This is an optimization exercise on Yosys and OpenROAD, whose aim is small area, not a production implementation. The RTL was checked by simulation tests, not by an equivalence proof against the original design. Power figures rest on the tool's default switching activity, not on a simulated workload.

## red
==> flow/design.v (excerpt) <==
module platform_game (
    input  logic        clk,
    input  logic        rst,
    input  logic        tick,
    input  logic [20:0] joy,
    input  logic [9:0]  key,
    input  logic        key_valid,
    output logic [20:0] p0,
    output logic [20:0] p1,
    output logic [2:0]  gates,
    output logic        spike_on,
    output logic [1:0]  scene
);
Size in the first run: about 500 cells after synthesis, ~83 I/O pins.
==> module hazard_monitor, before the edit <==
module hazard_monitor (
    input  logic clk,
    input  logic rst,
    input  logic tick,
    input  logic contact,
    output logic spike_on,
    output logic spike_hit
);
    logic [6:0] cnt, n;    
    logic cy;
    always_comb begin
        cy = tick;
        for (int b = 0; b < 7; b++) begin
            n[b] = cnt[b] ^ cy;
            cy   = cy & cnt[b];
        end
    end
    always_ff @(posedge clk or posedge rst) begin
        if (rst) cnt <= '0;
        else     cnt <= n;
    end
    assign spike_on  = cnt[6] || (cnt[5] && (cnt[4] || cnt[3]));
    assign spike_hit = spike_on && contact;
endmodule
==> module scene_fsm, before the edit <==
module scene_fsm (
    input  logic       clk,
    input  logic       rst,
    input  logic       tick,
    input  logic       start_req,
    input  logic       spike_hit,
    output logic [1:0] scene
);
    logic [5:0] s, n;
    logic       losing, inc, cy;
    assign losing = s[5] || s[3];
    assign scene  = {losing, s[0] && !losing};
    assign inc = losing ? tick : (s[0] ? spike_hit : start_req);
    always_comb begin
        cy = inc;
        for (int b = 0; b < 6; b++) begin
            n[b] = s[b] ^ cy;
            cy   = cy & s[b];
        end
        n = n | {1'b0, cy, 1'b0, cy, cy, 1'b0};
    end
    always_ff @(posedge clk or posedge rst) begin
        if (rst) s <= 6'd22;
        else     s <= n;
    end
endmodule
Settings: LEC_CHECK=0, CAP_MARGIN=20, CORE_MARGIN=2, CORE_UTILIZATION=40, SLEW_MARGIN=20; clock period 7.0 ns.
standard.sh (not shown) runs the stock make flow with config.mk's settings and CLKGATE_MAP_FILE= SYNTH_SCRIPT=/design/flow/synth_recipe.tcl, a recipe that flattens the netlist after the stock synthesis.
==> flow/flow/run.sh <==
#!/bin/bash
# Standard ORFS layout (the standard.sh) with two changes:
#  - the port buffers are the smallest buffer (buf_1) instead of the cell
#    buffer_ports picks by itself; every port still gets its buffer
#  - CTS does not add dummy loads
# Each tool's output goes to a log file of its own here; ORFS keeps its
# per-step logs under orfs/logs.
set -euo pipefail
export BUFFER_PORTS_ARGS="-buffer_cell sky130_fd_sc_hd__buf_1"
export CTS_ARGS="-sink_clustering_enable -repair_clock_nets -dont_use_dummy_load"
bash standard.sh > standard.log 2>&1
What blue does differently from red at the input level:
-- flow/design.v --
<<< red, line 376
    output logic spike_hit
);
    logic [6:0] cnt, n;    
    logic cy;
    always_comb begin
        cy = tick;
        for (int b = 0; b < 7; b++) begin
            n[b] = cnt[b] ^ cy;
            cy   = cy & cnt[b];
        end
    end
    always_ff @(posedge clk or posedge rst) begin
        if (rst) cnt <= '0;
        else     cnt <= n;
    end
    assign spike_on  = cnt[6] || (cnt[5] && (cnt[4] || cnt[3]));
    assign spike_hit = spike_on && contact;
endmodule
>>> blue, line 376
    output logic spike_hit
);
    logic [6:0] cnt;    
    always_ff @(posedge clk or posedge rst) begin
        if (rst)       cnt <= '0;
        else if (tick) cnt <= cnt + 7'd1;
    end
    assign spike_on  = cnt[6:3] > 4'd4;
    assign spike_hit = spike_on && contact;
endmodule
<<< red, line 400
    output logic [1:0] scene
);
    logic [5:0] s, n;
    logic       losing, inc, cy;
    assign losing = s[5] || s[3];
    assign scene  = {losing, s[0] && !losing};
    assign inc = losing ? tick : (s[0] ? spike_hit : start_req);
    always_comb begin
        cy = inc;
        for (int b = 0; b < 6; b++) begin
            n[b] = s[b] ^ cy;
            cy   = cy & s[b];
        end
        n = n | {1'b0, cy, 1'b0, cy, cy, 1'b0};
    end
    always_ff @(posedge clk or posedge rst) begin
        if (rst) s <= 6'd22;
        else     s <= n;
    end
endmodule
>>> blue, line 392
    output logic [1:0] scene
);
    logic [5:0] s;
    logic       losing;
    assign losing = s[5] || s[4];
    assign scene  = {losing, s[0] && !losing};
    always_ff @(posedge clk or posedge rst) begin
        if (rst) begin
            s <= 6'd0;
        end else if (s[0] && !losing) begin
            if (spike_hit) s <= 6'd24;
        end else if ((losing && tick) || (!losing && start_req)) begin
            s <= s + 6'd1;
        end
    end
endmodule
blue | stages: all done | timing, DRC, antenna: all pass. Placer's final routability congestion estimate, red and blue: higher on blue. Delta(transition time at the pin with the least slew margin, blue - red) > 0. Of red and blue, the lower via count belongs to red. Taking red as the reference, in blue final-layout clock-cell area share saw little to no change; share of cell area taken by muxes after synthesis saw an increase; power of the combinational group saw an increase. Between red and blue, the utilization is lower for red. Looking only at effective utilization at floorplan, and setting everything else aside, the lower value of red and blue goes to red. Delta (blue minus red): clock network fraction of design power lower, adder and majority cell fraction of the synthesized area lower, instance area after placement higher, total global-route track usage lower.

==> afterwards: timing with drivers on the ports <==
The flow's constraints put no driver on any port. The routed layouts listed below were extracted and timed again, unchanged, in two steps. Step 1 assumes that a clkbuf_16 drives the clock port and a buf_2 every other input. Step 2, shift: input delay + t, output delay - t, t = (earliest + latest rising clock arrival at the registers) / 2. This alone moves slack from input paths to output paths. Slacks: no drivers / after step 1 / after step 2; pairs: no drivers / after step 1.
run | t, ns | setup WS [ns] | worst setup path after step 2
red | 0.338 | 3.160 / 3.128 / 3.107 | input to register
blue | 0.335 | 3.003 / 2.970 / 2.837 | input to register
After both steps every run listed still meets setup and hold. For blue, which loses most, drivers alone change the setup slack by -0.033 ns; drivers and shift together by -0.166 ns.
